This design comes from an exercise in tuning for small area, a short achievable clock period and few clock cycles on the open sky130 flow, not from production work.
In this exercise RTL edits were held to simulation tests only and were not proved equivalent to the original.

===== flow/config.mk =====
export PLATFORM = sky130hd
export DESIGN_NAME = billiard_motion_advance
export DESIGN_NICKNAME = billiard_motion_advance
export VERILOG_FILES = /design/flow/design.v
export SDC_FILE = /design/flow/constraint.sdc
export NUM_CORES = 4
export LEC_CHECK = 0
export CAP_MARGIN = 20
export CORE_MARGIN = 2
export CORE_UTILIZATION = 40
export SLEW_MARGIN = 20

===== flow/constraint.sdc =====
create_clock -name core_clock -period 13.0 [get_ports {aclk}]
set_input_delay 2.6000 -clock core_clock [delete_from_list [all_inputs] [get_ports {aclk}]]
set_output_delay 2.6000 -clock core_clock [all_outputs]
set_load 0.01 [all_outputs]

===== flow/design.v =====
package bma_pkg;
    localparam int MaxLegs = 64;
    localparam int FracBits = 16;
    localparam int LegW = $clog2(MaxLegs + 1);
    localparam int TimeW = 48;
    localparam int TqW = 33 + FracBits + 1;
    localparam int DivW = 32 + FracBits;
    localparam logic [2:0] REG_AREA_W = 3'd0;
    localparam logic [2:0] REG_AREA_H = 3'd1;
    localparam logic [2:0] REG_START_X = 3'd2;
    localparam logic [2:0] REG_START_Y = 3'd3;
    localparam logic [2:0] REG_VEL_X = 3'd4;
    localparam logic [2:0] REG_VEL_Y = 3'd5;
    typedef enum logic [3:0] {
        ST_IDLE, ST_LEG, ST_DIVX, ST_WAITX, ST_DIVY, ST_WAITY,
        ST_MULX, ST_MULY, ST_UPDATE, ST_DONE
    } state_t;
    function automatic logic [31:0] neg_sat(input logic [31:0] v);
        neg_sat = (v == 32'h8000_0000) ? 32'h7FFF_FFFF : (~v + 32'd1);
    endfunction
endpackage
module bma_divider (
    input  logic                          aclk,
    input  logic                          aresetn,
    input  logic                          start,
    input  logic [bma_pkg::DivW-1:0]      dividend,
    input  logic [31:0]                   divisor,
    output logic                          busy,
    output logic                          done,
    output logic [bma_pkg::DivW-1:0]      quotient
);
    localparam int CntW = $clog2(bma_pkg::DivW + 1);
    logic [bma_pkg::DivW-1:0] q_reg, q_next;
    logic [32:0] r_reg, r_next;
    logic [31:0] d_reg, d_next;
    logic [CntW-1:0] cnt_reg, cnt_next;
    logic busy_reg, busy_next, done_reg, done_next;
    logic [32:0] trial;
    logic [32:0] shifted;
    always_comb begin
        q_next = q_reg;
        r_next = r_reg;
        d_next = d_reg;
        cnt_next = cnt_reg;
        busy_next = busy_reg;
        done_next = 1'b0;
        shifted = {r_reg[31:0], q_reg[bma_pkg::DivW-1]};
        trial = shifted - {1'b0, d_reg};
        if (start) begin
            q_next = dividend;
            r_next = '0;
            d_next = divisor;
            cnt_next = CntW'(bma_pkg::DivW);
            busy_next = 1'b1;
        end else if (busy_reg) begin
            if (cnt_reg == '0) begin
                if (r_reg != '0) q_next = q_reg + 1'b1;
                busy_next = 1'b0;
                done_next = 1'b1;
            end else begin
                if (!trial[32]) begin
                    r_next = trial;
                    q_next = {q_reg[bma_pkg::DivW-2:0], 1'b1};
                end else begin
                    r_next = shifted;
                    q_next = {q_reg[bma_pkg::DivW-2:0], 1'b0};
                end
                cnt_next = cnt_reg - 1'b1;
            end
        end
    end
    always_ff @(posedge aclk) begin
        if (!aresetn) begin
            busy_reg <= 1'b0;
            done_reg <= 1'b0;
            cnt_reg <= '0;
        end else begin
            busy_reg <= busy_next;
            done_reg <= done_next;
            cnt_reg <= cnt_next;
        end
        q_reg <= q_next;
        r_reg <= r_next;
        d_reg <= d_next;
    end
    assign busy = busy_reg;
    assign done = done_reg;
    assign quotient = q_reg;
endmodule
module bma_mover (
    input  logic                     aclk,
    input  logic                     load,
    input  logic [31:0]              pos,
    input  logic [31:0]              vel,
    input  logic [bma_pkg::TqW-1:0]  t,
    input  logic [31:0]              lim,
    output logic [31:0]              new_pos
);
    localparam int F = bma_pkg::FracBits;
    logic [31:0] av;
    logic [63:0] p_hi_reg, p_lo_reg;
    logic        big_reg, neg_reg, zero_reg;
    logic [31:0] pos_reg, lim_reg;
    logic [64:0] disp;
    logic [35:0] disp_s;
    logic signed [37:0] np;
    logic [bma_pkg::TqW-F-1:0] hi;
    assign av = vel[31] ? (~vel + 32'd1) : vel;
    assign hi = t[bma_pkg::TqW-1:F];
    always_ff @(posedge aclk) begin
        if (load) begin
            p_hi_reg <= av * hi[31:0];
            p_lo_reg <= av * {{(32-F){1'b0}}, t[F-1:0]};
            big_reg <= |hi[bma_pkg::TqW-F-1:32];
            neg_reg <= vel[31];
            zero_reg <= (av == '0);
            pos_reg <= pos;
            lim_reg <= lim;
        end
    end
    always_comb begin
        disp = {1'b0, p_hi_reg} + {{(F+1){1'b0}}, p_lo_reg[63:F]};
        if (zero_reg) disp_s = '0;
        else if (big_reg || disp > 65'(64'h4_0000_0000)) disp_s = 36'h4_0000_0000;
        else disp_s = disp[35:0];
        if (neg_reg) np = $signed({6'd0, pos_reg}) - $signed({2'd0, disp_s});
        else np = $signed({6'd0, pos_reg}) + $signed({2'd0, disp_s});
        if (np > $signed({6'd0, lim_reg})) new_pos = lim_reg;
        else if (np < 0) new_pos = '0;
        else new_pos = np[31:0];
    end
endmodule
module billiard_motion_advance (
    input  logic        aclk,
    input  logic        aresetn,
    input  logic        s_tvalid,
    output logic        s_tready,
    input  logic [47:0] s_tdata,    
    input  logic        s_tuser,    
    output logic        m_tvalid,
    input  logic        m_tready,
    output logic [119:0] m_tdata,   
    output logic        m_tuser,    
    input  logic        cfg_valid,
    output logic        cfg_ready,
    input  logic [2:0]  cfg_index,
    input  logic [31:0] cfg_data
);
    localparam int F = bma_pkg::FracBits;
    localparam int TQ = bma_pkg::TqW;
    bma_pkg::state_t state_reg, state_next;
    logic [31:0] aw_reg, ah_reg, sx_reg, sy_reg, svx_reg, svy_reg;
    logic [31:0] cx_reg, cy_reg, vx_reg, vy_reg;
    logic [47:0] lt_reg, tgt_reg;
    logic [TQ-1:0] best_reg;
    logic at_end_reg;
    logic [bma_pkg::LegW-1:0] legs_reg;
    logic [6:0] refl_reg;
    logic capped_reg;
    logic out_valid_reg;
    logic div_start, div_busy, div_done;
    logic [bma_pkg::DivW-1:0] dividend, quot;
    logic [31:0] divisor;
    logic [31:0] nx, ny;
    logic [47:0] rem;
    logic x_ahead, y_ahead;
    logic [31:0] dist_x, dist_y, avx, avy;
    logic mover_load;
    assign s_tready = (state_reg == bma_pkg::ST_IDLE) && !out_valid_reg;
    assign cfg_ready = 1'b1;
    assign m_tvalid = out_valid_reg;
    assign m_tdata = {1'b0, refl_reg, lt_reg, cy_reg, cx_reg};
    assign m_tuser = capped_reg;
    always_comb begin
        avx = vx_reg[31] ? (~vx_reg + 32'd1) : vx_reg;
        avy = vy_reg[31] ? (~vy_reg + 32'd1) : vy_reg;
        dist_x = vx_reg[31] ? cx_reg : aw_reg - cx_reg;
        dist_y = vy_reg[31] ? cy_reg : ah_reg - cy_reg;
        x_ahead = (vx_reg != '0) && (vx_reg[31] ? (cx_reg != '0) : (aw_reg > cx_reg));
        y_ahead = (vy_reg != '0) && (vy_reg[31] ? (cy_reg != '0) : (ah_reg > cy_reg));
        rem = tgt_reg - lt_reg;
        dividend = (state_reg == bma_pkg::ST_DIVX) ? {dist_x, {F{1'b0}}}
                                                    : {dist_y, {F{1'b0}}};
        divisor = (state_reg == bma_pkg::ST_DIVX) ? avx : avy;
        div_start = (state_reg == bma_pkg::ST_DIVX) || (state_reg == bma_pkg::ST_DIVY);
        mover_load = (state_reg == bma_pkg::ST_MULX);
    end
    bma_divider u_div (
        .aclk(aclk), .aresetn(aresetn), .start(div_start), .dividend(dividend),
        .divisor(divisor), .busy(div_busy), .done(div_done), .quotient(quot)
    );
    bma_mover u_mx (
        .aclk(aclk), .load(mover_load), .pos(cx_reg), .vel(vx_reg),
        .t(best_reg), .lim(aw_reg), .new_pos(nx)
    );
    bma_mover u_my (
        .aclk(aclk), .load(mover_load), .pos(cy_reg), .vel(vy_reg),
        .t(best_reg), .lim(ah_reg), .new_pos(ny)
    );
    always_comb begin
        state_next = state_reg;
        unique case (state_reg)
            bma_pkg::ST_IDLE:
                if (s_tvalid && s_tready) state_next = s_tuser ? bma_pkg::ST_DONE
                                                               : bma_pkg::ST_LEG;
            bma_pkg::ST_LEG:
                if (lt_reg >= tgt_reg) state_next = bma_pkg::ST_DONE;
                else if (legs_reg >= bma_pkg::LegW'(bma_pkg::MaxLegs))
                    state_next = bma_pkg::ST_DONE;
                else if (x_ahead) state_next = bma_pkg::ST_DIVX;
                else if (y_ahead) state_next = bma_pkg::ST_DIVY;
                else state_next = bma_pkg::ST_MULX;
            bma_pkg::ST_DIVX: state_next = bma_pkg::ST_WAITX;
            bma_pkg::ST_WAITX:
                if (div_done) state_next = y_ahead ? bma_pkg::ST_DIVY : bma_pkg::ST_MULX;
            bma_pkg::ST_DIVY: state_next = bma_pkg::ST_WAITY;
            bma_pkg::ST_WAITY: if (div_done) state_next = bma_pkg::ST_MULX;
            bma_pkg::ST_MULX: state_next = bma_pkg::ST_MULY;
            bma_pkg::ST_MULY: state_next = bma_pkg::ST_UPDATE;
            bma_pkg::ST_UPDATE:
                state_next = at_end_reg ? bma_pkg::ST_DONE : bma_pkg::ST_LEG;
            bma_pkg::ST_DONE: state_next = bma_pkg::ST_IDLE;
            default: state_next = bma_pkg::ST_IDLE;
        endcase
    end
    always_ff @(posedge aclk) begin
        if (!aresetn) state_reg <= bma_pkg::ST_IDLE;
        else state_reg <= state_next;
    end
    always_ff @(posedge aclk) begin
        if (!aresetn) begin
            aw_reg <= 32'd6553600;
            ah_reg <= 32'd6553600;
            sx_reg <= '0;
            sy_reg <= '0;
            svx_reg <= 32'd65536;
            svy_reg <= 32'd65536;
            cx_reg <= '0;
            cy_reg <= '0;
            vx_reg <= 32'd65536;
            vy_reg <= 32'd65536;
            lt_reg <= '0;
            out_valid_reg <= 1'b0;
            legs_reg <= '0;
            refl_reg <= '0;
            capped_reg <= 1'b0;
        end else begin
            if (cfg_valid) begin
                unique case (cfg_index)
                    bma_pkg::REG_AREA_W: aw_reg <= cfg_data;
                    bma_pkg::REG_AREA_H: ah_reg <= cfg_data;
                    bma_pkg::REG_START_X: sx_reg <= cfg_data;
                    bma_pkg::REG_START_Y: sy_reg <= cfg_data;
                    bma_pkg::REG_VEL_X: svx_reg <= cfg_data;
                    bma_pkg::REG_VEL_Y: svy_reg <= cfg_data;
                    default: ;
                endcase
            end
            if (out_valid_reg && m_tready) out_valid_reg <= 1'b0;
            unique case (state_reg)
                bma_pkg::ST_IDLE:
                    if (s_tvalid && s_tready) begin
                        tgt_reg <= s_tdata;
                        legs_reg <= '0;
                        refl_reg <= '0;
                        capped_reg <= 1'b0;
                        if (s_tuser) begin
                            cx_reg <= sx_reg;
                            cy_reg <= sy_reg;
                            vx_reg <= svx_reg;
                            vy_reg <= svy_reg;
                            lt_reg <= '0;
                        end
                    end
                bma_pkg::ST_LEG: begin
                    if (lt_reg < tgt_reg && legs_reg >= bma_pkg::LegW'(bma_pkg::MaxLegs))
                        capped_reg <= 1'b1;
                    legs_reg <= legs_reg + 1'b1;
                    at_end_reg <= 1'b1;
                    if (rem[47:33] != '0) best_reg <= TQ'(1) << (33 + F);
                    else best_reg <= TQ'({rem[32:0], {F{1'b0}}});
                end
                bma_pkg::ST_WAITX, bma_pkg::ST_WAITY:
                    if (div_done && TQ'(quot) < best_reg) begin
                        best_reg <= TQ'(quot);
                        at_end_reg <= 1'b0;
                    end
                bma_pkg::ST_UPDATE: begin
                    cx_reg <= nx;
                    cy_reg <= ny;
                    if (at_end_reg) lt_reg <= tgt_reg;
                    else begin
                        lt_reg <= lt_reg + 48'(best_reg[TQ-1:F]);
                        if ((!vx_reg[31] && vx_reg != '0 && nx == aw_reg) ||
                            (vx_reg[31] && nx == '0))
                            vx_reg <= bma_pkg::neg_sat(vx_reg);
                        else vy_reg <= bma_pkg::neg_sat(vy_reg);
                        if (refl_reg != 7'h7F) refl_reg <= refl_reg + 1'b1;
                    end
                end
                bma_pkg::ST_DONE: out_valid_reg <= 1'b1;
                default: ;
            endcase
        end
    end
endmodule

===== flow/run.sh =====
#!/bin/bash
# synth_recipe.tcl (not shown) runs the flow's synth.tcl, then flattens the netlist and writes it again
# the make line also repeats each setting of config.mk as NAME=value (left out here)
make -C /OpenROAD-flow-scripts/flow DESIGN_CONFIG=/design/flow/config.mk WORK_HOME=/design/flow/orfs CLKGATE_MAP_FILE= SYNTH_SCRIPT=/design/flow/synth_recipe.tcl finish

==> key figures <==
Status
  • Status: timing/DRC/antenna clean

Synthesis
  • Post-synth ARST share: 0%
  • Avg Inst Size Synth: ~8.6 um^2
  • Adder-Cell Fraction of Synth Area: 43.4%
  • Most frequent cell after synthesis: nand2_1
  • Synthesized flop and latch total: roughly 930
  • Synth top cells by count: nand2_1, inv_1, fa_1, ha_1, clkbuf_1
  • Syn Inst Count: ~18000
  • Post-Synth XOR/XNOR Area: roughly 2.8%
  • Post-synth top area share: between 30% and 40%
  • Post-Syn Nets: roughly 22000
  • Main combinational cell family by area after synthesis: adder cells
  • Post-synthesis compound-gate area fraction: roughly a tenth
  • Number of flops mapped to enable cells by yosys: about 500
  • Unique masters post-synth: between 100 and 150
  • Top_reg_cell synth: edfxtp_1
  • Post-synthesis sequential area ratio: around 15%
  • Share of synthesized area spent on multiplexers: less than 1%
  • Post-Synthesis Cell Area: approximately 0.16 mm^2
  • Synth top area cells: fa_1, ha_1, edfxtp_1
  • Yosys warning count: 3
  • Synth Area in Simple Gates: 17.4%
  • Largest area contributor in the netlist: fa_1

Routing
  • Final WL: 566000 um
  • Post-detailed-route wirelength per cell: 23.8 um
  • Vias: 132000
  • 1st-pass router iterations: 9
  • DR vias/cell: between 5 and 6
  • Iteration-0 DRC Markers: about 13000
  • Antenna Nets Post-Route: 0
  • Post-route DRC violation count: 0

Clock tree
  • Max Root-Sink Buffers: 4
  • Clock root buffer: clkbuf_16
  • Htree depth: 3
  • Clock sink count: between 900 and 1000
  • CTS clk-pin slew, worst paths: ~60 ps
  • Clock Latency Late Sink: 930 ps
  • Hold buffers post-CTS: 0
  • CTS tree: built
  • TritonCTS buffer count: approximately 120

GRT
  • Largest net degree at the start of global routing: ~120
  • GR Util met3: 5.45%
  • GRT Max-Usage Layer: met2
  • Initial antenna violation count: 31
  • Number of global-route vias before repair: ~130k
  • Global Route Usage Sum: roughly 28%
  • Overflow after GRT: 0
  • M2 GR Usage: roughly 45%
  • Met1 GRT Util: between 30% and 40%
  • First-pass GRT wire length: roughly 850000 um

Setup path
  • WP data arrival: 13240 ps
  • Critical path type: reg -> reg
  • Worst Setup End Kind: flip-flop
  • Data required, critical path: between 10000 and 15000 ps
  • Critical Path Source: u_mx.p_lo_reg[16]
  • Critical Path Fanout Max: 30
  • Slowest-stage cell, CP: or4_4
  • Worst R2R Start: u_mx.p_lo_reg[16]
  • Largest stage delay, worst path: around 650 ps
  • Most frequent CP cell: buf_4
  • CP Launch Type: flip-flop

Cells and area
  • Area grow syn2layout: 9.76%
  • Layout cells sized above 1: between 6 and 7%
  • Layout Utilization: about 44%
  • # nets final: between 20000 and 25000

Timing
  • FMAX: 79.8 MHz
  • Unrepaired setup endpoints after global routing: true
  • Worst Skew: ~120 ps
  • Pins Over Slew Limit: 0
  • Slew of the pin with the lowest slew margin: 1260 ps
  • Rel. slew slack: between 10% and 20%
  • Hold Vio Cnt, Final: 0
  • Period utilization: between 90% and 100%
  • Final worst path period need: 12530 ps
  • Count of final setup violators: 0
  • Final Hold Slack: around 450 ps
  • Setup TNS: 0 ps

Die
  • Die area: 0.400 mm^2
  • Die height: between 600 and 700 um
  • Die width: around 630 um
  • Starting Density: about 40%
  • I/O Pins: roughly 210
  • Rows: 230
  • Core area: roughly 0.39 mm^2

Hold path
  • HP Start: sy_reg[29]
  • Hold Crit Class: reg -> reg

Run
  • Maxcap violations: 0

Placed design
  • GP Congestion: just under 1
  • Placed wire-length estimate: between 400000 and 500000 um
  • Port Buffers: 210
## worst paths after layout
| path | end | slack [ps] | cells after the start |
|---|---|---|---|
| worst max register to register | vy_reg[28] | 470 | 50 |
| worst min register to register | sy_reg[29] | 450 | 2 |
| worst min-delay path | sy_reg[29] | 450 | 2 |
| worst max-delay path | vy_reg[28] | 470 | 50 |
## repair_timing
item                                    in CTS  in global routing
gates resized for setup                      3                 81
setup buffers                                0                  6
endpoints found under the setup margin       3                 92
cloned                                       0                  1
pin swaps                                    0                 18
## cell type report
| type | count | area [um^2] |
|---|---|---|
| sequential | 933 | 23700 |
| antenna | 22 | 55.1 |
| fill | 38800 | 220000 |
| tap | 5220 | 6530 |
| inverter | 3298 | 12400 |
| clock buffer | 145 | 3250 |
| timing repair buffer | 909 | 7690 |
| multi-input combinational | 13200 | 119000 |
| clock inverter | 74 | 737 |
## cell families after synthesis
family          after synthesis
fa+ha+maj                  3889
other cells                   2
buf+inv                    4318
simple gates               6115
xor+xnor                    501
compound gates             2594
mux                          76
flops                       933
## worst max-delay path: cells and delay by family, from the launching register on
family                     cells  cell delay, ps
adders and majority gates      4            1330
DFF                            1             370
and+or+nand+nor               20            4800
AOI/OAI and AO/OA             15            3400
buffers and inverters          9            1860
xor gates and xnor gates       2             550
## routing by layer
layer	share of wire [%]	up-vias
met5	0.0080	-
met4	5.7	8
met3	8.9	1064
met2	45	5676
met1	41	66900
li1	-	58400
## stage by stage
step	std cells	setup slack [ps]	cell area [um^2]
floorplan	18400	77.3	158000
global placement	23500	154	169000
detailed placement	23500	45.4	169000
CTS	23700	17.0	173000
global route	23800	-47.4	173000
finish	23800	471	173000
## placed cells by master, fill, tap and decap left out, types with 158 or more instances in the layout
cell                n
nor2_1            802
nor3_1            214
edfxtp_1          504
buf_4             666
fa_1             2637
nand2_1          3336
o21ai_0           478
xnor2_1           283
and2_1            695
a21o_1            185
clkdlybuf4s50_1   205
dfxtp_1           427
ha_1             1249
nand3_1           277
a21oi_1           818
inv_1            3292
nand4_1           158
Testbench counts, summed over its fixed seeds: cycles 590,333.

[separate check: timing with driven ports]
The flow's constraints put no driver on any port. The routed layout listed below was extracted and timed again, unchanged, in two steps. Step 1 (the two cells are an assumption about what drives the block):
set clk [get_ports {aclk}]
set_driving_cell -lib_cell sky130_fd_sc_hd__clkbuf_16 $clk
set_driving_cell -lib_cell sky130_fd_sc_hd__buf_2 [delete_from_list [all_inputs] $clk]
Step 2 times the ports against the registers' clock, not the clock port: input delays grow and output delays shrink by t, the midpoint of the rising clock arrivals with the driver on. Three values: ideal, step 1, step 2; two values: the first two.
shift t [ns]: 0.981
slack for setup (ns): 0.471 / 0.471 / 0.471
clock arrival spread, ns: 0.124 / 0.124
worst register clock-pin slew, ns: 0.08 / 0.08
worst data-port slew with drivers (ns): 0.06
After both steps setup and hold are still met in this run. The setup slack of this run moves by 0.000 ns with the drivers and by 0.000 ns with both steps.
